This is an optimization exercise on Yosys and OpenROAD, whose aim is small area, a short achievable clock period and few clock cycles, not a production implementation. Only simulation tests tie the RTL to the original design; equivalence was not proved. Power is estimated from default activity; no workload was simulated.

==> flow/design.v <==
package rfes_pkg;
  localparam logic [11:0] EPOCH_YEAR    = 12'd1970;
  localparam logic [11:0] BASE_YEAR     = 12'd2000;
  localparam logic [16:0] SECS_PER_DAY  = 17'd86400;
  localparam logic [16:0] SECS_PER_HOUR = 17'd3600;
  localparam logic [16:0] SECS_PER_MIN  = 17'd60;
  localparam logic [16:0] SECS_PER_SEC  = 17'd1;
  localparam logic [1:0] EPOCH_MOD4   = 2'd2;
  localparam logic [6:0] EPOCH_MOD100 = 7'd70;
  localparam logic [8:0] EPOCH_MOD400 = 9'd370;
  localparam logic CFG_BCD_MODE  = 1'b0;
  localparam logic CFG_TWELVE_HR = 1'b1;
  typedef struct packed {
    logic [7:0] raw_seconds;
    logic [7:0] raw_minutes;
    logic [7:0] raw_hours;
    logic [7:0] raw_monthday;
    logic [7:0] raw_month;
    logic [7:0] raw_year;
  } rfes_in_t;
  typedef struct packed {
    logic [31:0] epoch_seconds;
    logic        field_error;
  } rfes_out_t;
  typedef struct packed {
    logic [7:0] sec;
    logic [7:0] min;
    logic [7:0] hr;
    logic [7:0] day;
    logic [3:0] mon_idx;
    logic       mon_ok;
    logic [7:0] yr;
    logic       err;
  } rfes_dec_t;
  typedef enum logic [3:0] {
    ST_IDLE,
    ST_YEARS,
    ST_DAY,
    ST_MUL_DAY,
    ST_MUL_HR,
    ST_MUL_MIN,
    ST_MUL_SEC,
    ST_LAST,
    ST_OUT
  } rfes_state_t;
  typedef enum logic [3:0] {
    OP_NONE,
    OP_LOAD,
    OP_YEAR,
    OP_MONTH,
    OP_DAY,
    OP_MUL_DAY,
    OP_MUL_HR,
    OP_MUL_MIN,
    OP_MUL_SEC,
    OP_LAST
  } rfes_op_t;
  typedef struct packed {
    rfes_op_t op;
  } rfes_ctrl_t;
  typedef struct packed {
    logic year_done;
  } rfes_stat_t;
  function automatic logic [7:0] bcd_decode(input logic [7:0] b, input logic bcd);
    logic [7:0] hi;
    hi = {4'b0000, b[7:4]};
    if (bcd) begin
      bcd_decode = (hi << 3) + (hi << 1) + {4'b0000, b[3:0]};
    end else begin
      bcd_decode = b;
    end
  endfunction
  function automatic logic [8:0] days_before_month(input logic [3:0] idx);
    case (idx)
      4'd0:    days_before_month = 9'd0;
      4'd1:    days_before_month = 9'd31;
      4'd2:    days_before_month = 9'd59;
      4'd3:    days_before_month = 9'd90;
      4'd4:    days_before_month = 9'd120;
      4'd5:    days_before_month = 9'd151;
      4'd6:    days_before_month = 9'd181;
      4'd7:    days_before_month = 9'd212;
      4'd8:    days_before_month = 9'd243;
      4'd9:    days_before_month = 9'd273;
      4'd10:   days_before_month = 9'd304;
      4'd11:   days_before_month = 9'd334;
      default: days_before_month = 9'd0;
    endcase
  endfunction
  function automatic logic [4:0] month_length(input logic [3:0] idx);
    case (idx)
      4'd1:              month_length = 5'd28;
      4'd3, 4'd5, 4'd8,
      4'd10:             month_length = 5'd30;
      default:           month_length = 5'd31;
    endcase
  endfunction
  function automatic logic [15:0] month_offset(input logic [3:0] mon, input logic leap);
    case ({mon, leap})
      5'd2: month_offset = 16'd10957;
      5'd3: month_offset = 16'd10956;
      5'd4: month_offset = 16'd10988;
      5'd5: month_offset = 16'd10987;
      5'd6: month_offset = 16'd11016;
      5'd7: month_offset = 16'd11016;
      5'd8: month_offset = 16'd11047;
      5'd9: month_offset = 16'd11047;
      5'd10: month_offset = 16'd11077;
      5'd11: month_offset = 16'd11077;
      5'd12: month_offset = 16'd11108;
      5'd13: month_offset = 16'd11108;
      5'd14: month_offset = 16'd11138;
      5'd15: month_offset = 16'd11138;
      5'd16: month_offset = 16'd11169;
      5'd17: month_offset = 16'd11169;
      5'd18: month_offset = 16'd11200;
      5'd19: month_offset = 16'd11200;
      5'd20: month_offset = 16'd11230;
      5'd21: month_offset = 16'd11230;
      5'd22: month_offset = 16'd11261;
      5'd23: month_offset = 16'd11261;
      5'd24: month_offset = 16'd11291;
      5'd25: month_offset = 16'd11291;
      default: month_offset = 16'd0;
    endcase
  endfunction
  function automatic logic gt8(input logic [7:0] x, input logic [7:0] c);
    logic g;
    g = 1'b0;
    for (int i = 0; i < 8; i++) begin
      g = c[i] ? (x[i] & g) : (x[i] | g);
    end
    gt8 = g;
  endfunction
  function automatic logic bcd_gt59(input logic [7:0] b);
    bcd_gt59 = gt8({4'd0, b[7:4]}, 8'd5) || ((b[7:4] == 4'd5) && gt8({4'd0, b[3:0]}, 8'd9));
  endfunction
  function automatic logic bcd_gt23(input logic [7:0] b);
    bcd_gt23 = gt8({4'd0, b[7:4]}, 8'd2) || ((b[7:4] == 4'd2) && gt8({4'd0, b[3:0]}, 8'd3)) ||
               ((b[7:4] == 4'd1) && gt8({4'd0, b[3:0]}, 8'd13));
  endfunction
  function automatic logic bcd_gt99(input logic [7:0] b);
    bcd_gt99 = gt8({4'd0, b[7:4]}, 8'd9) || ((b[7:4] == 4'd9) && gt8({4'd0, b[3:0]}, 8'd9));
  endfunction
  function automatic logic bcd_bad_1_12(input logic [6:0] b);
    bcd_bad_1_12 = gt8({5'd0, b[6:4]}, 8'd1) || ((b[6:4] == 3'd1) && gt8({4'd0, b[3:0]}, 8'd2)) ||
                   ((b[6:4] == 3'd0) && ((b[3:0] == 4'd0) || gt8({4'd0, b[3:0]}, 8'd12)));
  endfunction
  function automatic logic day_gt(input logic [7:0] b, input logic bcd, input logic [3:0] ml);
    if (bcd) begin
      day_gt = gt8({4'd0, b[7:4]}, 8'd3) ||
               ((b[7:4] == 4'd3) && (ml[0] || ml[1] || (ml[2] && (b[3:0] != 4'd0)) ||
                                     (ml[3] && gt8({4'd0, b[3:0]}, 8'd1)))) ||
               ((b[7:4] == 4'd2) && ((ml[0] && gt8({4'd0, b[3:0]}, 8'd8)) ||
                                     (ml[1] && gt8({4'd0, b[3:0]}, 8'd9)) ||
                                     (ml[2] && gt8({4'd0, b[3:0]}, 8'd10)) ||
                                     (ml[3] && gt8({4'd0, b[3:0]}, 8'd11))));
    end else begin
      day_gt = gt8(b, 8'd31) || (ml[0] && gt8(b, 8'd28)) || (ml[1] && gt8(b, 8'd29)) ||
               (ml[2] && gt8(b, 8'd30));
    end
  endfunction
  function automatic logic [4:0] hour12(input logic [3:0] h, input logic pm);
    case ({pm, h})
      5'h01: hour12 = 5'd1;
      5'h02: hour12 = 5'd2;
      5'h03: hour12 = 5'd3;
      5'h04: hour12 = 5'd4;
      5'h05: hour12 = 5'd5;
      5'h06: hour12 = 5'd6;
      5'h07: hour12 = 5'd7;
      5'h08: hour12 = 5'd8;
      5'h09: hour12 = 5'd9;
      5'h0a: hour12 = 5'd10;
      5'h0b: hour12 = 5'd11;
      5'h11: hour12 = 5'd13;
      5'h12: hour12 = 5'd14;
      5'h13: hour12 = 5'd15;
      5'h14: hour12 = 5'd16;
      5'h15: hour12 = 5'd17;
      5'h16: hour12 = 5'd18;
      5'h17: hour12 = 5'd19;
      5'h18: hour12 = 5'd20;
      5'h19: hour12 = 5'd21;
      5'h1a: hour12 = 5'd22;
      5'h1b: hour12 = 5'd23;
      5'h1c: hour12 = 5'd12;
      default: hour12 = 5'd0;
    endcase
  endfunction
endpackage
module rtc_fields_to_epoch_seconds_unit (
  input  logic      clk,
  input  logic      rst,
  input  logic      start,
  output logic      busy,
  input  rfes_pkg::rfes_in_t  fields,
  output logic      done,
  output rfes_pkg::rfes_out_t result,
  input  logic      cfg_write,
  input  logic      cfg_index,
  input  logic      cfg_data
);
  logic        bcd_mode;
  logic        twelve_hour_mode;
  always_ff @(posedge clk) begin
    if (rst) begin
      bcd_mode         <= 1'b1;
      twelve_hour_mode <= 1'b0;
    end else if (cfg_write) begin
      case (cfg_index)
        rfes_pkg::CFG_BCD_MODE:  bcd_mode         <= cfg_data;
        rfes_pkg::CFG_TWELVE_HR: twelve_hour_mode <= cfg_data;
        default:       bcd_mode         <= bcd_mode;
      endcase
    end
  end
  assign busy = 1'b0;
  logic [5:0]  sec6;
  logic [5:0]  min6;
  logic [4:0]  hv5;
  logic [4:0]  day5;
  logic [6:0]  yr7;
  logic [3:0]  mon4;
  logic [3:0]  h4;
  logic [4:0]  hr5;
  logic        leap;
  logic [3:0]  ml;
  logic [1:0]  fields_r;
  logic        err_sec, err_min, err_hr, err_day, err_mon, err_yr, err_all;
  logic t0;
  logic t1;
  logic t2;
  logic t3;
  logic t4;
  logic t5;
  logic t6;
  logic t7;
  logic t8;
  logic t9;
  logic t10;
  logic t11;
  logic t12;
  logic t13;
  logic t14;
  logic t15;
  logic t16;
  logic t17;
  logic t18;
  logic t19;
  logic t20;
  logic t21;
  logic t22;
  logic t23;
  logic t24;
  logic t25;
  logic t26;
  logic t27;
  logic t28;
  logic t29;
  logic t30;
  logic t31;
  logic t32;
  logic t33;
  logic t34;
  logic t35;
  logic t36;
  logic t37;
  logic t38;
  logic t39;
  logic t40;
  logic t41;
  logic t42;
  logic t43;
  logic t44;
  logic t45;
  logic t46;
  logic t47;
  logic t48;
  logic t49;
  logic t50;
  logic t51;
  logic t52;
  logic t53;
  logic t54;
  logic t55;
  logic t56;
  logic t57;
  logic t58;
  logic t59;
  logic t60;
  logic t61;
  logic t62;
  logic t63;
  logic t64;
  logic t65;
  logic t66;
  logic t67;
  logic t68;
  logic t69;
  logic t70;
  logic t71;
  logic t72;
  logic t73;
  logic t74;
  logic t75;
  logic t76;
  logic t77;
  logic t78;
  logic t79;
  logic t80;
  logic t81;
  logic t82;
  logic t83;
  logic t84;
  logic t85;
  logic t86;
  logic t87;
  logic t88;
  logic t89;
  logic t90;
  logic t91;
  logic t92;
  logic t93;
  logic t94;
  logic t95;
  logic t96;
  logic t97;
  logic t98;
  logic t99;
  logic t100;
  logic t101;
  logic t102;
  logic t103;
  logic t104;
  logic t105;
  logic t106;
  logic t107;
  logic t108;
  logic t109;
  logic t110;
  logic t111;
  logic t112;
  logic t113;
  logic t114;
  logic t115;
  logic t116;
  logic t117;
  logic t118;
  logic t119;
  logic t120;
  logic t121;
  logic t122;
  logic t123;
  logic t124;
  logic t125;
  logic t126;
  logic t127;
  logic t128;
  logic t129;
  logic t130;
  logic t131;
  logic t132;
  logic t133;
  logic t134;
  logic t135;
  logic t136;
  logic t137;
  logic t138;
  logic t139;
  logic t140;
  logic t141;
  logic t142;
  logic t143;
  logic t144;
  logic t145;
  logic t146;
  logic t147;
  logic t148;
  logic t149;
  logic t150;
  logic t151;
  logic t152;
  logic t153;
  logic t154;
  logic t155;
  logic t156;
  logic t157;
  logic t158;
  logic t159;
  logic t160;
  assign t0 = bcd_mode & fields.raw_seconds[4];
  assign t1 = bcd_mode & fields.raw_seconds[5];
  assign t2 = bcd_mode ? fields.raw_seconds[6] : fields.raw_seconds[4];
  assign t3 = ~bcd_mode & fields.raw_seconds[5];
  assign t4 = ~bcd_mode & fields.raw_seconds[6];
  assign t5 = fields.raw_seconds[3] ^ fields.raw_seconds[4];
  assign t6 = fields.raw_seconds[3] & fields.raw_seconds[4];
  assign t7 = fields.raw_seconds[5] ^ t3;
  assign t8 = fields.raw_seconds[5] & t3;
  assign t9 = fields.raw_seconds[6] ^ t4;
  assign t10 = fields.raw_seconds[6] & t4;
  assign t11 = fields.raw_seconds[1] ^ t0;
  assign t12 = fields.raw_seconds[2] ^ t1;
  assign t13 = t2 ^ t5;
  assign t14 = t7 ^ t6;
  assign t15 = t9 ^ t8;
  assign t16 = fields.raw_seconds[1] & t0;
  assign t17 = fields.raw_seconds[2] & t1;
  assign t18 = t2 & t5;
  assign t19 = t7 & t6;
  assign t20 = t9 & t8;
  assign t21 = t17 | (t12 & t16);
  assign t22 = t12 & t11;
  assign t23 = t19 | (t14 & t18);
  assign t24 = t14 & t13;
  assign t25 = t18 | (t13 & t21);
  assign t26 = t13 & t22;
  assign t27 = t23 | (t24 & t21);
  assign t28 = t24 & t22;
  assign t29 = t20 | (t15 & t27);
  assign t30 = t12 ^ t16;
  assign t31 = t13 ^ t21;
  assign t32 = t14 ^ t25;
  assign t33 = t15 ^ t27;
  assign t34 = bcd_mode & fields.raw_minutes[4];
  assign t35 = bcd_mode & fields.raw_minutes[5];
  assign t36 = bcd_mode ? fields.raw_minutes[6] : fields.raw_minutes[4];
  assign t37 = ~bcd_mode & fields.raw_minutes[5];
  assign t38 = ~bcd_mode & fields.raw_minutes[6];
  assign t39 = fields.raw_minutes[3] ^ fields.raw_minutes[4];
  assign t40 = fields.raw_minutes[3] & fields.raw_minutes[4];
  assign t41 = fields.raw_minutes[5] ^ t37;
  assign t42 = fields.raw_minutes[5] & t37;
  assign t43 = fields.raw_minutes[6] ^ t38;
  assign t44 = fields.raw_minutes[6] & t38;
  assign t45 = fields.raw_minutes[1] ^ t34;
  assign t46 = fields.raw_minutes[2] ^ t35;
  assign t47 = t36 ^ t39;
  assign t48 = t41 ^ t40;
  assign t49 = t43 ^ t42;
  assign t50 = fields.raw_minutes[1] & t34;
  assign t51 = fields.raw_minutes[2] & t35;
  assign t52 = t36 & t39;
  assign t53 = t41 & t40;
  assign t54 = t43 & t42;
  assign t55 = t51 | (t46 & t50);
  assign t56 = t46 & t45;
  assign t57 = t53 | (t48 & t52);
  assign t58 = t48 & t47;
  assign t59 = t52 | (t47 & t55);
  assign t60 = t47 & t56;
  assign t61 = t57 | (t58 & t55);
  assign t62 = t58 & t56;
  assign t63 = t54 | (t49 & t61);
  assign t64 = t46 ^ t50;
  assign t65 = t47 ^ t55;
  assign t66 = t48 ^ t59;
  assign t67 = t49 ^ t61;
  assign t68 = bcd_mode & fields.raw_hours[4];
  assign t69 = bcd_mode & fields.raw_hours[5];
  assign t70 = ~bcd_mode & fields.raw_hours[4];
  assign t71 = ~bcd_mode & fields.raw_hours[5];
  assign t72 = fields.raw_hours[3] ^ fields.raw_hours[4];
  assign t73 = fields.raw_hours[3] & fields.raw_hours[4];
  assign t74 = fields.raw_hours[5] ^ t71;
  assign t75 = fields.raw_hours[5] & t71;
  assign t76 = fields.raw_hours[1] ^ t68;
  assign t77 = fields.raw_hours[2] ^ t69;
  assign t78 = t70 ^ t72;
  assign t79 = t74 ^ t73;
  assign t80 = fields.raw_hours[1] & t68;
  assign t81 = fields.raw_hours[2] & t69;
  assign t82 = t70 & t72;
  assign t83 = t74 & t73;
  assign t84 = t81 | (t77 & t80);
  assign t85 = t77 & t76;
  assign t86 = t83 | (t79 & t82);
  assign t87 = t82 | (t78 & t84);
  assign t88 = t78 & t85;
  assign t89 = t86 | (t79 & t84);
  assign t90 = t77 ^ t80;
  assign t91 = t78 ^ t84;
  assign t92 = t79 ^ t87;
  assign t93 = bcd_mode & fields.raw_monthday[4];
  assign t94 = bcd_mode & fields.raw_monthday[5];
  assign t95 = ~bcd_mode & fields.raw_monthday[4];
  assign t96 = ~bcd_mode & fields.raw_monthday[5];
  assign t97 = fields.raw_monthday[3] ^ fields.raw_monthday[4];
  assign t98 = fields.raw_monthday[3] & fields.raw_monthday[4];
  assign t99 = fields.raw_monthday[5] ^ t96;
  assign t100 = fields.raw_monthday[5] & t96;
  assign t101 = fields.raw_monthday[1] ^ t93;
  assign t102 = fields.raw_monthday[2] ^ t94;
  assign t103 = t95 ^ t97;
  assign t104 = t99 ^ t98;
  assign t105 = fields.raw_monthday[1] & t93;
  assign t106 = fields.raw_monthday[2] & t94;
  assign t107 = t95 & t97;
  assign t108 = t99 & t98;
  assign t109 = t106 | (t102 & t105);
  assign t110 = t102 & t101;
  assign t111 = t108 | (t104 & t107);
  assign t112 = t107 | (t103 & t109);
  assign t113 = t103 & t110;
  assign t114 = t111 | (t104 & t109);
  assign t115 = t102 ^ t105;
  assign t116 = t103 ^ t109;
  assign t117 = t104 ^ t112;
  assign t118 = bcd_mode & fields.raw_year[4];
  assign t119 = bcd_mode & fields.raw_year[5];
  assign t120 = bcd_mode ? fields.raw_year[6] : fields.raw_year[4];
  assign t121 = bcd_mode ? fields.raw_year[7] : fields.raw_year[5];
  assign t122 = ~bcd_mode & fields.raw_year[6];
  assign t123 = ~bcd_mode & fields.raw_year[7];
  assign t124 = fields.raw_year[3] ^ fields.raw_year[4];
  assign t125 = fields.raw_year[3] & fields.raw_year[4];
  assign t126 = fields.raw_year[5] ^ t121;
  assign t127 = fields.raw_year[5] & t121;
  assign t128 = fields.raw_year[6] ^ t122;
  assign t129 = fields.raw_year[6] & t122;
  assign t130 = fields.raw_year[7] ^ t123;
  assign t131 = fields.raw_year[7] & t123;
  assign t132 = fields.raw_year[1] ^ t118;
  assign t133 = fields.raw_year[2] ^ t119;
  assign t134 = t120 ^ t124;
  assign t135 = t126 ^ t125;
  assign t136 = t128 ^ t127;
  assign t137 = t130 ^ t129;
  assign t138 = fields.raw_year[1] & t118;
  assign t139 = fields.raw_year[2] & t119;
  assign t140 = t120 & t124;
  assign t141 = t126 & t125;
  assign t142 = t128 & t127;
  assign t143 = t130 & t129;
  assign t144 = t139 | (t133 & t138);
  assign t145 = t133 & t132;
  assign t146 = t141 | (t135 & t140);
  assign t147 = t135 & t134;
  assign t148 = t143 | (t137 & t142);
  assign t149 = t140 | (t134 & t144);
  assign t150 = t134 & t145;
  assign t151 = t146 | (t147 & t144);
  assign t152 = t147 & t145;
  assign t153 = t142 | (t136 & t151);
  assign t154 = t136 & t152;
  assign t155 = t148 | (t137 & t151);
  assign t156 = t133 ^ t138;
  assign t157 = t134 ^ t144;
  assign t158 = t135 ^ t149;
  assign t159 = t136 ^ t151;
  assign t160 = t137 ^ t153;
  assign sec6 = {t33, t32, t31, t30, t11, fields.raw_seconds[0]};
  assign min6 = {t67, t66, t65, t64, t45, fields.raw_minutes[0]};
  assign hv5 = {t92, t91, t90, t76, fields.raw_hours[0]};
  assign day5 = {t117, t116, t115, t101, fields.raw_monthday[0]};
  assign yr7 = {t160, t159, t158, t157, t156, t132, fields.raw_year[0]};
  always_comb begin
    err_sec = bcd_mode ? rfes_pkg::bcd_gt59(fields.raw_seconds) : rfes_pkg::gt8(fields.raw_seconds, 8'd59);
    err_min = bcd_mode ? rfes_pkg::bcd_gt59(fields.raw_minutes) : rfes_pkg::gt8(fields.raw_minutes, 8'd59);
    if (twelve_hour_mode) begin
      err_hr = bcd_mode ? rfes_pkg::bcd_bad_1_12(fields.raw_hours[6:0]) :
                          ((fields.raw_hours[6:0] == 7'd0) ||
                           rfes_pkg::gt8({1'b0, fields.raw_hours[6:0]}, 8'd12));
    end else begin
      err_hr = bcd_mode ? rfes_pkg::bcd_gt23(fields.raw_hours) : rfes_pkg::gt8(fields.raw_hours, 8'd23);
    end
    err_mon = bcd_mode ? (rfes_pkg::bcd_bad_1_12(fields.raw_month[6:0]) || fields.raw_month[7]) :
                         ((fields.raw_month == 8'd0) || rfes_pkg::gt8(fields.raw_month, 8'd12));
    err_yr  = bcd_mode ? rfes_pkg::bcd_gt99(fields.raw_year) : rfes_pkg::gt8(fields.raw_year, 8'd99);
  end
  always_comb begin
    if (bcd_mode && fields.raw_month[4]) begin
      mon4 = {1'b1, fields.raw_month[1], ~fields.raw_month[1], fields.raw_month[0]};
    end else begin
      mon4 = fields.raw_month[3:0];
    end
    if (bcd_mode && fields.raw_hours[4]) begin
      h4 = {1'b1, fields.raw_hours[1], ~fields.raw_hours[1], fields.raw_hours[0]};
    end else begin
      h4 = fields.raw_hours[3:0];
    end
    hr5 = twelve_hour_mode ? rfes_pkg::hour12(h4, fields.raw_hours[7]) : hv5;
    if (bcd_mode) begin
      leap = !fields.raw_year[0] && (fields.raw_year[1] == fields.raw_year[4]);
    end else begin
      leap = (fields.raw_year[1:0] == 2'b00);
    end
    ml[0] = (mon4 == 4'd2) && !leap;
    ml[1] = (mon4 == 4'd2) && leap;
    ml[2] = (mon4 == 4'd4) || (mon4 == 4'd6) || (mon4 == 4'd9) || (mon4 == 4'd11);
    ml[3] = !(ml[0] || ml[1] || ml[2]);
    err_day = (fields.raw_monthday == 8'd0) || rfes_pkg::day_gt(fields.raw_monthday, bcd_mode, ml);
    err_all = err_sec || err_min || err_hr || err_day || err_mon || err_yr;
    if (bcd_mode) begin
      fields_r = {fields.raw_year[1] ^ fields.raw_year[4], fields.raw_year[0]};
    end else begin
      fields_r = fields.raw_year[1:0];
    end
  end
  logic        v_q;
  logic        err_q;
  logic [4:0]  q_q;
  logic [1:0]  r_q;
  logic [3:0]  mon_q;
  logic [4:0]  day_q;
  logic [4:0]  hr_q;
  logic [5:0]  min_q;
  logic [5:0]  sec_q;
  always_ff @(posedge clk) begin
    if (rst) begin
      v_q <= 1'b0;
    end else begin
      v_q <= start;
    end
  end
  always_ff @(posedge clk) begin
    err_q <= err_all;
    q_q   <= yr7[6:2];
    r_q   <= fields_r;
    mon_q <= mon4;
    day_q <= day5;
    hr_q  <= hr5;
    min_q <= min6;
    sec_q <= sec6;
  end
  logic [31:0] epoch;
  logic [31:0] tab;
  logic        leap_q;
  assign leap_q = (r_q == 2'd0);
  always_comb begin
    case (mon_q)
      4'd1: tab = leap_q ? 32'd676164100 : 32'd676250500;
      4'd2: tab = leap_q ? 32'd678842500 : 32'd678928900;
      4'd3: tab = 32'd681348100;
      4'd4: tab = 32'd684026500;
      4'd5: tab = 32'd686618500;
      4'd6: tab = 32'd689296900;
      4'd7: tab = 32'd691888900;
      4'd8: tab = 32'd694567300;
      4'd9: tab = 32'd697245700;
      4'd10: tab = 32'd699837700;
      4'd11: tab = 32'd702516100;
      4'd12: tab = 32'd705108100;
      default: tab = 32'd0;
    endcase
  end
  logic t161;
  logic t162;
  logic t163;
  logic t164;
  logic t165;
  logic t166;
  logic t167;
  logic t168;
  logic t169;
  logic t170;
  logic t171;
  logic t172;
  logic t173;
  logic t174;
  logic t175;
  logic t176;
  logic t177;
  logic t178;
  logic t179;
  logic t180;
  logic t181;
  logic t182;
  logic t183;
  logic t184;
  logic t185;
  logic t186;
  logic t187;
  logic t188;
  logic t189;
  logic t190;
  logic t191;
  logic t192;
  logic t193;
  logic t194;
  logic t195;
  logic t196;
  logic t197;
  logic t198;
  logic t199;
  logic t200;
  logic t201;
  logic t202;
  logic t203;
  logic t204;
  logic t205;
  logic t206;
  logic t207;
  logic t208;
  logic t209;
  logic t210;
  logic t211;
  logic t212;
  logic t213;
  logic t214;
  logic t215;
  logic t216;
  logic t217;
  logic t218;
  logic t219;
  logic t220;
  logic t221;
  logic t222;
  logic t223;
  logic t224;
  logic t225;
  logic t226;
  logic t227;
  logic t228;
  logic t229;
  logic t230;
  logic t231;
  logic t232;
  logic t233;
  logic t234;
  logic t235;
  logic t236;
  logic t237;
  logic t238;
  logic t239;
  logic t240;
  logic t241;
  logic t242;
  logic t243;
  logic t244;
  logic t245;
  logic t246;
  logic t247;
  logic t248;
  logic t249;
  logic t250;
  logic t251;
  logic t252;
  logic t253;
  logic t254;
  logic t255;
  logic t256;
  logic t257;
  logic t258;
  logic t259;
  logic t260;
  logic t261;
  logic t262;
  logic t263;
  logic t264;
  logic t265;
  logic t266;
  logic t267;
  logic t268;
  logic t269;
  logic t270;
  logic t271;
  logic t272;
  logic t273;
  logic t274;
  logic t275;
  logic t276;
  logic t277;
  logic t278;
  logic t279;
  logic t280;
  logic t281;
  logic t282;
  logic t283;
  logic t284;
  logic t285;
  logic t286;
  logic t287;
  logic t288;
  logic t289;
  logic t290;
  logic t291;
  logic t292;
  logic t293;
  logic t294;
  logic t295;
  logic t296;
  logic t297;
  logic t298;
  logic t299;
  logic t300;
  logic t301;
  logic t302;
  logic t303;
  logic t304;
  logic t305;
  logic t306;
  logic t307;
  logic t308;
  logic t309;
  logic t310;
  logic t311;
  logic t312;
  logic t313;
  logic t314;
  logic t315;
  logic t316;
  logic t317;
  logic t318;
  logic t319;
  logic t320;
  logic t321;
  logic t322;
  logic t323;
  logic t324;
  logic t325;
  logic t326;
  logic t327;
  logic t328;
  logic t329;
  logic t330;
  logic t331;
  logic t332;
  logic t333;
  logic t334;
  logic t335;
  logic t336;
  logic t337;
  logic t338;
  logic t339;
  logic t340;
  logic t341;
  logic t342;
  logic t343;
  logic t344;
  logic t345;
  logic t346;
  logic t347;
  logic t348;
  logic t349;
  logic t350;
  logic t351;
  logic t352;
  logic t353;
  logic t354;
  logic t355;
  logic t356;
  logic t357;
  logic t358;
  logic t359;
  logic t360;
  logic t361;
  logic t362;
  logic t363;
  logic t364;
  logic t365;
  logic t366;
  logic t367;
  logic t368;
  logic t369;
  logic t370;
  logic t371;
  logic t372;
  logic t373;
  logic t374;
  logic t375;
  logic t376;
  logic t377;
  logic t378;
  logic t379;
  logic t380;
  logic t381;
  logic t382;
  logic t383;
  logic t384;
  logic t385;
  logic t386;
  logic t387;
  logic t388;
  logic t389;
  logic t390;
  logic t391;
  logic t392;
  logic t393;
  logic t394;
  logic t395;
  logic t396;
  logic t397;
  logic t398;
  logic t399;
  logic t400;
  logic t401;
  logic t402;
  logic t403;
  logic t404;
  logic t405;
  logic t406;
  logic t407;
  logic t408;
  logic t409;
  logic t410;
  logic t411;
  logic t412;
  logic t413;
  logic t414;
  logic t415;
  logic t416;
  logic t417;
  logic t418;
  logic t419;
  logic t420;
  logic t421;
  logic t422;
  logic t423;
  logic t424;
  logic t425;
  logic t426;
  logic t427;
  logic t428;
  logic t429;
  logic t430;
  logic t431;
  logic t432;
  logic t433;
  logic t434;
  logic t435;
  assign t161 = ~q_q[0] ^ day_q[0];
  assign t162 = ~q_q[0] & day_q[0];
  assign t163 = ~q_q[1] ^ day_q[1] ^ day_q[0];
  assign t164 = (~q_q[1] & day_q[1]) | (day_q[0] & (~q_q[1] ^ day_q[1]));
  assign t165 = ~q_q[2] ^ day_q[2];
  assign t166 = ~q_q[2] & day_q[2];
  assign t167 = ~q_q[3] ^ day_q[3] ^ day_q[2];
  assign t168 = (~q_q[3] & day_q[3]) | (day_q[2] & (~q_q[3] ^ day_q[3]));
  assign t169 = ~q_q[4] ^ day_q[4] ^ day_q[3];
  assign t170 = (~q_q[4] & day_q[4]) | (day_q[3] & (~q_q[4] ^ day_q[4]));
  assign t171 = day_q[4] ^ day_q[0];
  assign t172 = day_q[4] & day_q[0];
  assign t173 = q_q[0] ^ day_q[1];
  assign t174 = q_q[0] & day_q[1];
  assign t175 = q_q[1] ^ day_q[2];
  assign t176 = q_q[1] & day_q[2];
  assign t177 = q_q[2] ^ day_q[3];
  assign t178 = q_q[2] & day_q[3];
  assign t179 = q_q[3] ^ day_q[4] ^ day_q[2];
  assign t180 = (q_q[3] & day_q[4]) | (day_q[2] & (q_q[3] ^ day_q[4]));
  assign t181 = q_q[4] ^ ~q_q[0];
  assign t182 = q_q[4] & ~q_q[0];
  assign t183 = hr_q[3] ^ ~min_q[5] ^ min_q[1];
  assign t184 = (hr_q[3] & ~min_q[5]) | (min_q[1] & (hr_q[3] ^ ~min_q[5]));
  assign t185 = hr_q[4] ^ min_q[2] ^ ~r_q[1];
  assign t186 = (hr_q[4] & min_q[2]) | (~r_q[1] & (hr_q[4] ^ min_q[2]));
  assign t187 = tab[8] ^ t162;
  assign t188 = tab[8] & t162;
  assign t189 = day_q[1] ^ ~hr_q[0] ^ min_q[3];
  assign t190 = (day_q[1] & ~hr_q[0]) | (min_q[3] & (day_q[1] ^ ~hr_q[0]));
  assign t191 = tab[9] ^ t165 ^ t164;
  assign t192 = (tab[9] & t165) | (t164 & (tab[9] ^ t165));
  assign t193 = ~hr_q[1] ^ min_q[4] ^ r_q[0];
  assign t194 = (~hr_q[1] & min_q[4]) | (r_q[0] & (~hr_q[1] ^ min_q[4]));
  assign t195 = tab[10] ^ t166 ^ t167;
  assign t196 = (tab[10] & t166) | (t167 & (tab[10] ^ t166));
  assign t197 = ~hr_q[2] ^ min_q[5] ^ r_q[1];
  assign t198 = (~hr_q[2] & min_q[5]) | (r_q[1] & (~hr_q[2] ^ min_q[5]));
  assign t199 = tab[11] ^ t169 ^ t168;
  assign t200 = (tab[11] & t169) | (t168 & (tab[11] ^ t169));
  assign t201 = ~hr_q[3] ^ hr_q[0] ^ ~r_q[0];
  assign t202 = (~hr_q[3] & hr_q[0]) | (~r_q[0] & (~hr_q[3] ^ hr_q[0]));
  assign t203 = tab[12] ^ t171 ^ t170;
  assign t204 = (tab[12] & t171) | (t170 & (tab[12] ^ t171));
  assign t205 = ~hr_q[4] ^ hr_q[1] ^ ~r_q[1];
  assign t206 = (~hr_q[4] & hr_q[1]) | (~r_q[1] & (~hr_q[4] ^ hr_q[1]));
  assign t207 = tab[13] ^ t173 ^ t172;
  assign t208 = (tab[13] & t173) | (t172 & (tab[13] ^ t173));
  assign t209 = day_q[0] ^ hr_q[2] ^ r_q[0];
  assign t210 = (day_q[0] & hr_q[2]) | (r_q[0] & (day_q[0] ^ hr_q[2]));
  assign t211 = tab[14] ^ t175 ^ t174;
  assign t212 = (tab[14] & t175) | (t174 & (tab[14] ^ t175));
  assign t213 = day_q[1] ^ hr_q[3] ^ r_q[1];
  assign t214 = (day_q[1] & hr_q[3]) | (r_q[1] & (day_q[1] ^ hr_q[3]));
  assign t215 = tab[15] ^ t177 ^ t176;
  assign t216 = (tab[15] & t177) | (t176 & (tab[15] ^ t177));
  assign t217 = day_q[0] ^ hr_q[4] ^ r_q[0];
  assign t218 = (day_q[0] & hr_q[4]) | (r_q[0] & (day_q[0] ^ hr_q[4]));
  assign t219 = tab[16] ^ t178 ^ t179;
  assign t220 = (tab[16] & t178) | (t179 & (tab[16] ^ t178));
  assign t221 = day_q[3] ^ day_q[1] ^ r_q[1];
  assign t222 = (day_q[3] & day_q[1]) | (r_q[1] & (day_q[3] ^ day_q[1]));
  assign t223 = tab[17] ^ t181 ^ t180;
  assign t224 = (tab[17] & t181) | (t180 & (tab[17] ^ t181));
  assign t225 = ~q_q[1] ^ day_q[4] ^ day_q[2];
  assign t226 = (~q_q[1] & day_q[4]) | (day_q[2] & (~q_q[1] ^ day_q[4]));
  assign t227 = 1'b1 ^ t182;
  assign t228 = 1'b1 & t182;
  assign t229 = ~q_q[2] ^ q_q[0] ^ day_q[3];
  assign t230 = (~q_q[2] & q_q[0]) | (day_q[3] & (~q_q[2] ^ q_q[0]));
  assign t231 = ~q_q[3] ^ q_q[1];
  assign t232 = ~q_q[3] & q_q[1];
  assign t233 = ~q_q[4] ^ q_q[2];
  assign t234 = ~q_q[4] & q_q[2];
  assign t235 = ~r_q[0] ^ tab[7];
  assign t236 = ~r_q[0] & tab[7];
  assign t237 = t163 ^ t185 ^ t184;
  assign t238 = (t163 & t185) | (t184 & (t163 ^ t185));
  assign t239 = t189 ^ t186 ^ t188;
  assign t240 = (t189 & t186) | (t188 & (t189 ^ t186));
  assign t241 = t193 ^ t190 ^ t195;
  assign t242 = (t193 & t190) | (t195 & (t193 ^ t190));
  assign t243 = t197 ^ t194 ^ t199;
  assign t244 = (t197 & t194) | (t199 & (t197 ^ t194));
  assign t245 = t201 ^ t198 ^ t203;
  assign t246 = (t201 & t198) | (t203 & (t201 ^ t198));
  assign t247 = t205 ^ t202 ^ t207;
  assign t248 = (t205 & t202) | (t207 & (t205 ^ t202));
  assign t249 = t209 ^ t206 ^ t211;
  assign t250 = (t209 & t206) | (t211 & (t209 ^ t206));
  assign t251 = t213 ^ t210 ^ t215;
  assign t252 = (t213 & t210) | (t215 & (t213 ^ t210));
  assign t253 = t217 ^ t214 ^ t216;
  assign t254 = (t217 & t214) | (t216 & (t217 ^ t214));
  assign t255 = t221 ^ t218 ^ t223;
  assign t256 = (t221 & t218) | (t223 & (t221 ^ t218));
  assign t257 = t225 ^ t222 ^ t227;
  assign t258 = (t225 & t222) | (t227 & (t225 ^ t222));
  assign t259 = tab[19] ^ t229 ^ t226;
  assign t260 = (tab[19] & t229) | (t226 & (tab[19] ^ t229));
  assign t261 = day_q[4] ^ tab[20] ^ t231;
  assign t262 = (day_q[4] & tab[20]) | (t231 & (day_q[4] ^ tab[20]));
  assign t263 = ~r_q[0] ^ tab[21] ^ t233;
  assign t264 = (~r_q[0] & tab[21]) | (t233 & (~r_q[0] ^ tab[21]));
  assign t265 = q_q[3] ^ ~r_q[1] ^ tab[22];
  assign t266 = (q_q[3] & ~r_q[1]) | (tab[22] & (q_q[3] ^ ~r_q[1]));
  assign t267 = q_q[4] ^ ~q_q[0];
  assign t268 = q_q[4] & ~q_q[0];
  assign t269 = ~min_q[0] ^ sec_q[2];
  assign t270 = ~min_q[0] & sec_q[2];
  assign t271 = ~min_q[1] ^ sec_q[3];
  assign t272 = ~min_q[1] & sec_q[3];
  assign t273 = hr_q[0] ^ ~min_q[2] ^ sec_q[4];
  assign t274 = (hr_q[0] & ~min_q[2]) | (sec_q[4] & (hr_q[0] ^ ~min_q[2]));
  assign t275 = hr_q[1] ^ ~min_q[3] ^ sec_q[5];
  assign t276 = (hr_q[1] & ~min_q[3]) | (sec_q[5] & (hr_q[1] ^ ~min_q[3]));
  assign t277 = hr_q[2] ^ ~min_q[4] ^ min_q[0];
  assign t278 = (hr_q[2] & ~min_q[4]) | (min_q[0] & (hr_q[2] ^ ~min_q[4]));
  assign t279 = t161 ^ t235 ^ t183;
  assign t280 = (t161 & t235) | (t183 & (t161 ^ t235));
  assign t281 = t236 ^ t187 ^ t237;
  assign t282 = (t236 & t187) | (t237 & (t236 ^ t187));
  assign t283 = t191 ^ t238 ^ t239;
  assign t284 = (t191 & t238) | (t239 & (t191 ^ t238));
  assign t285 = t192 ^ t240 ^ t241;
  assign t286 = (t192 & t240) | (t241 & (t192 ^ t240));
  assign t287 = t196 ^ t243 ^ t242;
  assign t288 = (t196 & t243) | (t242 & (t196 ^ t243));
  assign t289 = t200 ^ t245 ^ t244;
  assign t290 = (t200 & t245) | (t244 & (t200 ^ t245));
  assign t291 = t204 ^ t247 ^ t246;
  assign t292 = (t204 & t247) | (t246 & (t204 ^ t247));
  assign t293 = t208 ^ t249 ^ t248;
  assign t294 = (t208 & t249) | (t248 & (t208 ^ t249));
  assign t295 = t212 ^ t251 ^ t250;
  assign t296 = (t212 & t251) | (t250 & (t212 ^ t251));
  assign t297 = t219 ^ t253 ^ t252;
  assign t298 = (t219 & t253) | (t252 & (t219 ^ t253));
  assign t299 = t220 ^ t254 ^ t255;
  assign t300 = (t220 & t254) | (t255 & (t220 ^ t254));
  assign t301 = t224 ^ t257 ^ t256;
  assign t302 = (t224 & t257) | (t256 & (t224 ^ t257));
  assign t303 = t228 ^ t259 ^ t258;
  assign t304 = (t228 & t259) | (t258 & (t228 ^ t259));
  assign t305 = t230 ^ t261 ^ t260;
  assign t306 = (t230 & t261) | (t260 & (t230 ^ t261));
  assign t307 = t232 ^ t263 ^ t262;
  assign t308 = (t232 & t263) | (t262 & (t232 ^ t263));
  assign t309 = t234 ^ t265 ^ t264;
  assign t310 = (t234 & t265) | (t264 & (t234 ^ t265));
  assign t311 = tab[23] ^ t267 ^ t266;
  assign t312 = (tab[23] & t267) | (t266 & (tab[23] ^ t267));
  assign t313 = ~q_q[1] ^ tab[24] ^ t268;
  assign t314 = (~q_q[1] & tab[24]) | (t268 & (~q_q[1] ^ tab[24]));
  assign t315 = ~q_q[2] ^ r_q[0] ^ tab[25];
  assign t316 = (~q_q[2] & r_q[0]) | (tab[25] & (~q_q[2] ^ r_q[0]));
  assign t317 = ~q_q[3] ^ r_q[1];
  assign t318 = ~q_q[3] & r_q[1];
  assign t319 = ~q_q[4] ^ q_q[0] ^ 1'b1;
  assign t320 = (~q_q[4] & q_q[0]) | (1'b1 & (~q_q[4] ^ q_q[0]));
  assign t321 = 1'b1 ^ t269;
  assign t322 = t271 ^ t270;
  assign t323 = t273 ^ t272;
  assign t324 = t275 ^ t274;
  assign t325 = t277 ^ t276;
  assign t326 = t279 ^ t278;
  assign t327 = t281 ^ t280;
  assign t328 = t283 ^ t282;
  assign t329 = t285 ^ t284;
  assign t330 = t287 ^ t286;
  assign t331 = t289 ^ t288;
  assign t332 = t291 ^ t290;
  assign t333 = t293 ^ t292;
  assign t334 = t295 ^ t294;
  assign t335 = t297 ^ t296;
  assign t336 = t299 ^ t298;
  assign t337 = 1'b0 ^ 1'b0;
  assign t338 = 1'b1 & t269;
  assign t339 = t271 & t270;
  assign t340 = t273 & t272;
  assign t341 = t275 & t274;
  assign t342 = t277 & t276;
  assign t343 = t279 & t278;
  assign t344 = t281 & t280;
  assign t345 = t283 & t282;
  assign t346 = t285 & t284;
  assign t347 = t287 & t286;
  assign t348 = t289 & t288;
  assign t349 = t291 & t290;
  assign t350 = t293 & t292;
  assign t351 = t295 & t294;
  assign t352 = t297 & t296;
  assign t353 = t299 & t298;
  assign t354 = 1'b0 & 1'b0;
  assign t355 = t339 | (t322 & t338);
  assign t356 = t322 & t321;
  assign t357 = t341 | (t324 & t340);
  assign t358 = t324 & t323;
  assign t359 = t343 | (t326 & t342);
  assign t360 = t326 & t325;
  assign t361 = t345 | (t328 & t344);
  assign t362 = t328 & t327;
  assign t363 = t347 | (t330 & t346);
  assign t364 = t330 & t329;
  assign t365 = t349 | (t332 & t348);
  assign t366 = t332 & t331;
  assign t367 = t351 | (t334 & t350);
  assign t368 = t334 & t333;
  assign t369 = t353 | (t336 & t352);
  assign t370 = t336 & t335;
  assign t371 = t340 | (t323 & t355);
  assign t372 = t323 & t356;
  assign t373 = t357 | (t358 & t355);
  assign t374 = t358 & t356;
  assign t375 = t344 | (t327 & t359);
  assign t376 = t327 & t360;
  assign t377 = t361 | (t362 & t359);
  assign t378 = t362 & t360;
  assign t379 = t348 | (t331 & t363);
  assign t380 = t331 & t364;
  assign t381 = t365 | (t366 & t363);
  assign t382 = t366 & t364;
  assign t383 = t352 | (t335 & t367);
  assign t384 = t335 & t368;
  assign t385 = t369 | (t370 & t367);
  assign t386 = t370 & t368;
  assign t387 = t342 | (t325 & t373);
  assign t388 = t325 & t374;
  assign t389 = t359 | (t360 & t373);
  assign t390 = t360 & t374;
  assign t391 = t375 | (t376 & t373);
  assign t392 = t376 & t374;
  assign t393 = t377 | (t378 & t373);
  assign t394 = t378 & t374;
  assign t395 = t350 | (t333 & t381);
  assign t396 = t333 & t382;
  assign t397 = t367 | (t368 & t381);
  assign t398 = t368 & t382;
  assign t399 = t383 | (t384 & t381);
  assign t400 = t384 & t382;
  assign t401 = t385 | (t386 & t381);
  assign t402 = t386 & t382;
  assign t403 = t346 | (t329 & t393);
  assign t404 = t329 & t394;
  assign t405 = t363 | (t364 & t393);
  assign t406 = t364 & t394;
  assign t407 = t379 | (t380 & t393);
  assign t408 = t380 & t394;
  assign t409 = t381 | (t382 & t393);
  assign t410 = t382 & t394;
  assign t411 = t395 | (t396 & t393);
  assign t412 = t396 & t394;
  assign t413 = t397 | (t398 & t393);
  assign t414 = t398 & t394;
  assign t415 = t399 | (t400 & t393);
  assign t416 = t400 & t394;
  assign t417 = t401 | (t402 & t393);
  assign t418 = t402 & t394;
  assign t419 = t354 | (t337 & t417);
  assign t420 = t322 ^ t338;
  assign t421 = t323 ^ t355;
  assign t422 = t324 ^ t371;
  assign t423 = t325 ^ t373;
  assign t424 = t326 ^ t387;
  assign t425 = t327 ^ t389;
  assign t426 = t328 ^ t391;
  assign t427 = t329 ^ t393;
  assign t428 = t330 ^ t403;
  assign t429 = t331 ^ t405;
  assign t430 = t332 ^ t407;
  assign t431 = t333 ^ t409;
  assign t432 = t334 ^ t411;
  assign t433 = t335 ^ t413;
  assign t434 = t336 ^ t415;
  assign t435 = t337 ^ t417;
  logic        v2_q;
  logic        err2_q;
  logic        lo_q_0;
  logic        lo_q_1;
  logic        lo_q_2;
  logic        lo_q_3;
  logic        lo_q_4;
  logic        lo_q_5;
  logic        lo_q_6;
  logic        lo_q_7;
  logic        lo_q_8;
  logic        lo_q_9;
  logic        lo_q_10;
  logic        lo_q_11;
  logic        lo_q_12;
  logic        lo_q_13;
  logic        lo_q_14;
  logic        lo_q_15;
  logic        lo_q_16;
  logic        lo_q_17;
  logic        cy_q;
  logic        cs0_q_18;
  logic        cs1_q_18;
  logic        cs0_q_19;
  logic        cs1_q_19;
  logic        cs0_q_20;
  logic        cs1_q_20;
  logic        cs0_q_21;
  logic        cs1_q_21;
  logic        cs0_q_22;
  logic        cs1_q_22;
  logic        cs0_q_23;
  logic        cs1_q_23;
  logic        cs0_q_24;
  logic        cs1_q_24;
  logic        cs0_q_25;
  logic        cs1_q_25;
  logic        cs0_q_26;
  logic        cs1_q_26;
  logic        cs0_q_27;
  logic        cs1_q_27;
  logic        cs0_q_28;
  logic        cs1_q_28;
  logic        cs0_q_29;
  logic        cs1_q_29;
  logic        cs0_q_30;
  logic        cs0_q_31;
  always_ff @(posedge clk) begin
    if (rst) begin
      v2_q <= 1'b0;
    end else begin
      v2_q <= v_q;
    end
  end
  always_ff @(posedge clk) begin
    err2_q <= err_q;
    lo_q_0 <= sec_q[0];
    lo_q_1 <= sec_q[1];
    lo_q_2 <= t321;
    lo_q_3 <= t420;
    lo_q_4 <= t421;
    lo_q_5 <= t422;
    lo_q_6 <= t423;
    lo_q_7 <= t424;
    lo_q_8 <= t425;
    lo_q_9 <= t426;
    lo_q_10 <= t427;
    lo_q_11 <= t428;
    lo_q_12 <= t429;
    lo_q_13 <= t430;
    lo_q_14 <= t431;
    lo_q_15 <= t432;
    lo_q_16 <= t433;
    lo_q_17 <= t434;
    cy_q <= t435;
    cs0_q_18 <= t301;
    cs1_q_18 <= t300;
    cs0_q_19 <= t303;
    cs1_q_19 <= t302;
    cs0_q_20 <= t305;
    cs1_q_20 <= t304;
    cs0_q_21 <= t307;
    cs1_q_21 <= t306;
    cs0_q_22 <= t309;
    cs1_q_22 <= t308;
    cs0_q_23 <= t311;
    cs1_q_23 <= t310;
    cs0_q_24 <= t313;
    cs1_q_24 <= t312;
    cs0_q_25 <= t315;
    cs1_q_25 <= t314;
    cs0_q_26 <= t317;
    cs1_q_26 <= t316;
    cs0_q_27 <= t319;
    cs1_q_27 <= t318;
    cs0_q_28 <= q_q[1];
    cs1_q_28 <= t320;
    cs0_q_29 <= q_q[2];
    cs1_q_29 <= 1'b1;
    cs0_q_30 <= q_q[3];
    cs0_q_31 <= q_q[4];
  end
  logic t436;
  logic t437;
  logic t438;
  logic t439;
  logic t440;
  logic t441;
  logic t442;
  logic t443;
  logic t444;
  logic t445;
  logic t446;
  logic t447;
  logic t448;
  logic t449;
  logic t450;
  logic t451;
  logic t452;
  logic t453;
  logic t454;
  logic t455;
  logic t456;
  logic t457;
  logic t458;
  logic t459;
  logic t460;
  logic t461;
  logic t462;
  logic t463;
  logic t464;
  logic t465;
  logic t466;
  logic t467;
  logic t468;
  logic t469;
  logic t470;
  logic t471;
  logic t472;
  logic t473;
  logic t474;
  logic t475;
  logic t476;
  logic t477;
  logic t478;
  logic t479;
  logic t480;
  logic t481;
  logic t482;
  logic t483;
  logic t484;
  logic t485;
  logic t486;
  logic t487;
  logic t488;
  logic t489;
  logic t490;
  logic t491;
  logic t492;
  logic t493;
  logic t494;
  logic t495;
  logic t496;
  logic t497;
  logic t498;
  logic t499;
  logic t500;
  logic t501;
  logic t502;
  logic t503;
  logic t504;
  logic t505;
  logic t506;
  logic t507;
  logic t508;
  logic t509;
  logic t510;
  logic t511;
  logic t512;
  logic t513;
  logic t514;
  logic t515;
  logic t516;
  logic t517;
  logic t518;
  logic t519;
  logic t520;
  logic t521;
  logic t522;
  logic t523;
  logic t524;
  logic t525;
  logic t526;
  logic t527;
  logic t528;
  logic t529;
  logic t530;
  logic t531;
  logic t532;
  assign t436 = cy_q ^ cy_q;
  assign t437 = cs0_q_18 ^ cs1_q_18;
  assign t438 = cs0_q_19 ^ cs1_q_19;
  assign t439 = cs0_q_20 ^ cs1_q_20;
  assign t440 = cs0_q_21 ^ cs1_q_21;
  assign t441 = cs0_q_22 ^ cs1_q_22;
  assign t442 = cs0_q_23 ^ cs1_q_23;
  assign t443 = cs0_q_24 ^ cs1_q_24;
  assign t444 = cs0_q_25 ^ cs1_q_25;
  assign t445 = cs0_q_26 ^ cs1_q_26;
  assign t446 = cs0_q_27 ^ cs1_q_27;
  assign t447 = cs0_q_28 ^ cs1_q_28;
  assign t448 = cs0_q_29 ^ cs1_q_29;
  assign t449 = cs0_q_30 ^ 1'b0;
  assign t450 = cs0_q_31 ^ 1'b0;
  assign t451 = cy_q & cy_q;
  assign t452 = cs0_q_18 & cs1_q_18;
  assign t453 = cs0_q_19 & cs1_q_19;
  assign t454 = cs0_q_20 & cs1_q_20;
  assign t455 = cs0_q_21 & cs1_q_21;
  assign t456 = cs0_q_22 & cs1_q_22;
  assign t457 = cs0_q_23 & cs1_q_23;
  assign t458 = cs0_q_24 & cs1_q_24;
  assign t459 = cs0_q_25 & cs1_q_25;
  assign t460 = cs0_q_26 & cs1_q_26;
  assign t461 = cs0_q_27 & cs1_q_27;
  assign t462 = cs0_q_28 & cs1_q_28;
  assign t463 = cs0_q_29 & cs1_q_29;
  assign t464 = cs0_q_30 & 1'b0;
  assign t465 = cs0_q_31 & 1'b0;
  assign t466 = t452 | (t437 & t451);
  assign t467 = t437 & t436;
  assign t468 = t454 | (t439 & t453);
  assign t469 = t439 & t438;
  assign t470 = t456 | (t441 & t455);
  assign t471 = t441 & t440;
  assign t472 = t458 | (t443 & t457);
  assign t473 = t443 & t442;
  assign t474 = t460 | (t445 & t459);
  assign t475 = t445 & t444;
  assign t476 = t462 | (t447 & t461);
  assign t477 = t447 & t446;
  assign t478 = t464 | (t449 & t463);
  assign t479 = t449 & t448;
  assign t480 = t453 | (t438 & t466);
  assign t481 = t438 & t467;
  assign t482 = t468 | (t469 & t466);
  assign t483 = t469 & t467;
  assign t484 = t457 | (t442 & t470);
  assign t485 = t442 & t471;
  assign t486 = t472 | (t473 & t470);
  assign t487 = t473 & t471;
  assign t488 = t461 | (t446 & t474);
  assign t489 = t446 & t475;
  assign t490 = t476 | (t477 & t474);
  assign t491 = t477 & t475;
  assign t492 = t465 | (t450 & t478);
  assign t493 = t455 | (t440 & t482);
  assign t494 = t440 & t483;
  assign t495 = t470 | (t471 & t482);
  assign t496 = t471 & t483;
  assign t497 = t484 | (t485 & t482);
  assign t498 = t485 & t483;
  assign t499 = t486 | (t487 & t482);
  assign t500 = t487 & t483;
  assign t501 = t463 | (t448 & t490);
  assign t502 = t448 & t491;
  assign t503 = t478 | (t479 & t490);
  assign t504 = t479 & t491;
  assign t505 = t492 | (t450 & t490);
  assign t506 = t459 | (t444 & t499);
  assign t507 = t444 & t500;
  assign t508 = t474 | (t475 & t499);
  assign t509 = t475 & t500;
  assign t510 = t488 | (t489 & t499);
  assign t511 = t489 & t500;
  assign t512 = t490 | (t491 & t499);
  assign t513 = t491 & t500;
  assign t514 = t501 | (t502 & t499);
  assign t515 = t502 & t500;
  assign t516 = t503 | (t504 & t499);
  assign t517 = t504 & t500;
  assign t518 = t505 | (t450 & t499);
  assign t519 = t437 ^ t451;
  assign t520 = t438 ^ t466;
  assign t521 = t439 ^ t480;
  assign t522 = t440 ^ t482;
  assign t523 = t441 ^ t493;
  assign t524 = t442 ^ t495;
  assign t525 = t443 ^ t497;
  assign t526 = t444 ^ t499;
  assign t527 = t445 ^ t506;
  assign t528 = t446 ^ t508;
  assign t529 = t447 ^ t510;
  assign t530 = t448 ^ t512;
  assign t531 = t449 ^ t514;
  assign t532 = t450 ^ t516;
  assign epoch = {t532, t531, t530, t529, t528, t527, t526, t525, t524, t523, t522, t521, t520, t519, lo_q_17, lo_q_16, lo_q_15, lo_q_14, lo_q_13, lo_q_12, lo_q_11, lo_q_10, lo_q_9, lo_q_8, lo_q_7, lo_q_6, lo_q_5, lo_q_4, lo_q_3, lo_q_2, lo_q_1, lo_q_0};
  assign done   = v2_q;
  assign result = {epoch, err2_q};
endmodule
==> flow/flow/run.sh <==
#!/bin/bash
# Standard layout, with the port buffers made of the smallest buffer cell and
# Yosys's generic fine-grained ABC pass skipped, so that the adders written as
# gates reach full-adder extraction as written.
set -euo pipefail
bash standard.sh SYNTH_ARGS=-noabc BUFFER_PORTS_ARGS="-buffer_cell sky130_fd_sc_hd__buf_1" finish > standard_flow.log 2>&1
==> flow/standard.sh <==
#!/bin/bash
# synth_recipe.tcl (not shown) runs the flow's synth.tcl, then flattens the netlist and writes it again
# the make line also repeats each setting of config.mk as NAME=value (left out here)
make -C /OpenROAD-flow-scripts/flow DESIGN_CONFIG=/design/flow/config.mk WORK_HOME=/design/flow/orfs CLKGATE_MAP_FILE= SYNTH_SCRIPT=/design/flow/synth_recipe.tcl "${@:-finish}"
==> flow/config.mk <==
export PLATFORM = sky130hd
export DESIGN_NAME = rtc_fields_to_epoch_seconds_unit
export DESIGN_NICKNAME = rtc_fields_to_epoch_seconds_unit
export VERILOG_FILES = /design/flow/design.v
export SDC_FILE = /design/flow/constraint.sdc
export NUM_CORES = 4
export LEC_CHECK = 0
export CAP_MARGIN = 20
export CORE_MARGIN = 2
export CORE_UTILIZATION = 40
export CTS_BUF_LIST = sky130_fd_sc_hd__clkbuf_8
export SETUP_SLACK_MARGIN = 4.0
export SLEW_MARGIN = 20
==> flow/constraint.sdc <==
create_clock -name core_clock -period 8.0 [get_ports {clk}]
set_input_delay 1.6000 -clock core_clock [delete_from_list [all_inputs] [get_ports {clk}]]
set_output_delay 1.6000 -clock core_clock [all_outputs]
set_load 0.01 [all_outputs]
==> results.txt <==
-- power by group through the flow --
stage	Clock (mW)	Sequential, mW	Combinational (mW)
6_report	0.282	0.691	2.49
5_1_grt	0.310	0.710	2.84
4_1_cts	0.293	0.697	2.37
3_5_place_dp	0	0.708	2.30
3_3_place_gp	0	0.706	2.22
2_1_floorplan	0	0.665	1.97
-- worst paths after layout --
kind	from	to	slack [ps]	cells past startpoint
max	cs1_q_18	result[26]	3910	7
min	sec_q[1]	lo_q_1	330	0
max reg2reg	mon_q[0]	cy_q	4150	13
min reg2reg	sec_q[1]	lo_q_1	330	0
-- registers in the layout, indices dropped and copies added, names as in the netlist, 2 cells and up --
name and count:
hr_q 5, min_q 6, sec_q 6, r_q 2, q_q 5, day_q 5, mon_q 4
-- repair_timing --
action,4_1_cts,5_1_grt
buffers inserted,9,11
setup endpoints to repair,15,12
gates resized for setup,33,30
pin swaps,9,18
-- area by class of cell --
| cell class | instances | area [um^2] | share of cell area [%] |
|---|---|---|---|
| clock buffers | 11 | 151 | 2.09 |
| clock inverters | 5 | 28.8 | 0.398 |
| inverters | 76 | 290 | 4.01 |
| multi-input cells | 437 | 4300 | 59.4 |
| flip-flops and latches | 83 | 1700 | 23.5 |
| well taps | 216 | 270 | 3.74 |
| repair buffers | 107 | 494 | 6.84 |
-- synthesized netlist by cell type, types with 2 or more instances --
cell type  number  area, um^2
dfxtp_1        83        1660
fa_1           82        1640
inv_1          76         285
ha_1           58         726
nor2_1         36         135
a21oi_1        35         175
buf_4          35         263
nand2_1        29         109
o21ai_0        26         130
xnor2_1        18         158
nor2b_1        17         106
xor2_1         17         149
a21o_1         14         105
clkbuf_1       10        37.5
nor3_1          9        45.0
o211ai_1        8        60.1
and2_1          7        43.8
nor4_1          6        37.5
nand2b_1        5        31.3
o22ai_1         5        31.3
a31oi_1         4        25.0
mux2_2          4        45.0
nand3_1         4        20.0
nand4_1         4        25.0
o21a_1          4        30.0
o21bai_1        4        30.0
a211o_1         3        26.3
a21boi_0        3        22.5
nand3b_1        3        22.5
a211oi_1        2        15.0
a221oi_1        2        17.5
and2b_1         2        15.0
and3_1          2        12.5
buf_1           2        7.51
buf_2           2        10.0
buf_6           2        22.5
nor4b_1         2        17.5
o311a_1         2        20.0
or2_2           2        12.5
or3_1           2        12.5
-- worst reg2reg max path, cell delays in order (launching register included) --
cell and delay, ps:
dfxtp_4 380, buf_4 150, o21a_1 200, mux2_2 290, fa_1 580, fa_1 440
fa_1 500, ha_2 310, a21oi_1 130, o21ai_0 130, a31oi_1 180, o311a_1 230
o21bai_2 80, a21o_1 160
-- kinds of logic after synthesis --
logic type,Yosys count,synth area share (%)
other cells,1,0.0577
xor+xnor,35,4.72
fa+ha+maj,140,36.4
compound gates,123,12.4
mux,5,0.848
buf+inv,127,9.63
flops,83,25.6
simple gates,133,10.3
-- metal layers --
metal / GRT usage [%] / up-vias / wire [um]
met3: 4.01 / 18 / 656
met5: 0 / - / 0
li1: - / 2255 / -
met4: 6.10 / 0 / 238
met1: 20.8 / 2247 / 6400
met2: 28.0 / 100 / 6750
-- cell usage in the layout, fill, tap and decap left out, drive strengths merged, types with 5 or more instances in the layout --
master | Yosys | layout
o21ai | 27 | 27
o22ai | 5 | 5
nor4 | 6 | 6
ha | 58 | 58
clkbuf | 10 | 12
nor2 | 36 | 36
fa | 82 | 82
nor2b | 17 | 17
nand2 | 29 | 29
dfxtp | 83 | 83
buf | 41 | 106
and2 | 7 | 7
a21o | 14 | 14
a21oi | 36 | 36
nor3 | 9 | 9
xnor2 | 18 | 18
inv | 76 | 77
o211ai | 8 | 8
nand2b | 5 | 5
xor2 | 17 | 17
==> results.py <==
metrics = {
    "status": {
        "outcome": "no timing/DRC/antenna violations",
    },
    "sta": {
        "hold_viol": 0,
        "period_needed_ps": 4090,
        "slew_headroom_pct": 39.0,
        "whs_ps": 334,
        "tns_ps": 0,
        "fin_skew_ps": 10.8,
        "drv_slew": 0,
        "finalSetupViolations": 0,
        "post-route-period-util_pct": 51.1,
        "max_freq_ghz": 0.245,
        "rsz0062_at_grt": "true",
        "tightest_slew_ps": 914,
        "setup_ws_ps": 3910,
    },
    "setup_path": {
        "worst-path-buf-inv": 1,
        "critical-path-slowest-cell": "fa_2",
        "path_cells": "fa_2 > a211o_1 > o211ai_1 > a21oi_2 > or2_4 > fa_2 > buf_6",
        "startpoint_type": "flip-flop",
        "path_common_cell": "fa_2",
        "path_max_fanout": 3,
        "crit_path_max_incr_delay_ps": 540,
        "cp.arrival_ps": 2490,
        "required_ps": 6400,
        "crit_family": "adder cells",
        "path_class": "flip-flop to primary output",
        "endpoint_kind": "primary output",
    },
    "pwr": {
        "power_frac_clock_pct": 8.1,
        "power_density_mw_per_mm2": 479,
        "ir_drop_mv": 0.285,
        "pwr-share-seq_pct": 19.9,
        "internal_power_mw": 1.92,
        "p_sw_share_pct": 44.6,
        "p_leak_nw": 3.24,
        "total_power_mw": 3.47,
        "switching_power_mw": 1.54,
        "combPwrFrac_pct": 71.9,
    },
    "detailed_routing": {
        "first_iter_violations": 121,
        "vias": 4620,
        "drc": 0,
        "post_drt_via_cell_ratio": 4.94,
        "first_pass_iters": 4,
        "wirelength_um": 14000,
        "antenna_left": 0,
        "routedWlPerCell_um": 15.0,
    },
    "logic_synthesis": {
        "ys_warn_count": 1,
        "syn_area_mm2": 0.00649,
        "synthCells": 647,
        "ys_seq_area_share_pct": 25.6,
        "synth.ff_latch_count": 83,
        "synth_edf_count": 0,
        "ys.flop_type": "dfxtp_1",
        "avgSynthCellArea_um2": 10.0,
        "synth.distinct_cells": 56,
        "syn_nets": 841,
        "synth_async_sr_flop_share_pct": 0,
    },
    "die": {
        "start_util_pct": 40.9,
        "io_pins": 89,
        "fp-row-count": 46,
        "coreArea_mm2": 0.0159,
        "die-area_mm2": 0.0173,
        "die_w_um": 131,
        "die_h_um": 131,
    },
    "layout": {
        "fin_cells": 935,
        "syn_to_final_growth_pct": 11.3,
        "nFillCells": 1555,
        "num_antenna_cells": 0,
        "fin_area_mm2": 0.00723,
        "drive_gt1_share_pct": 12.1,
        "utilization_pct": 45.5,
        "nNetsFinal": 908,
    },
    "placement": {
        "place_area_mm2": 0.00675,
        "numPortBuffers": 87,
        "dp.final_hpwl_um": 11200,
        "dp_slack_ps": 3560,
        "dp.cells": 899,
        "place_congestion": 0.826,
    },
    "hold_path": {
        "min_path_type": "flip-flop to flip-flop",
    },
    "grt": {
        "track_usage_pct": 16.6,
        "grt_max_degree": 30,
        "grt_pass1_wl_um": 22800,
        "grt_pass1_vias": 4727,
        "antenna_found_initial": 0,
        "grt.overflow.total": 0,
    },
    "clock_tree": {
        "clock_latency_ps": 380,
        "cts.sinks": 83,
        "cts_tree": "done",
        "clockBufferDepth": 2,
        "ctsHoldBuffers": 0,
        "cts_buffers": 9,
        "htree_levels": 3,
        "clk_pin_slew_worst_paths_ps": 80,
        "root_buffer": "clkbuf_8",
    },
    "job": {
        "maxCapViolCount": 0,
    },
}
Testbench counts, summed over its fixed seeds: cycles 2,112.

-- re-timing with driven ports --
In the flow no input, the clock included, has a driving cell. The finished layout below was timed again as built, in two steps.
Step 1 assumes that a clkbuf_16 drives the clock port and a buf_2 every other input.
Step 2 also shifts input and output timing later by t, the mid clock arrival at the registers, as if the neighbouring blocks saw the same clock.
a / b / c = no drivers / after step 1 / after step 2; a / b = the first two.
t (ns): 0.410
setup slack, ns: 3.911 / 3.875 / 4.148
clock arrival spread, ns: 0.011 / 0.011
worst register clock-pin slew, ns: 0.09 / 0.09
worst data-port slew with drivers (ns): 0.05
After both steps setup and hold are still met in this run. For this run, drivers alone change the setup slack by -0.036 ns; drivers and shift together by +0.237 ns.
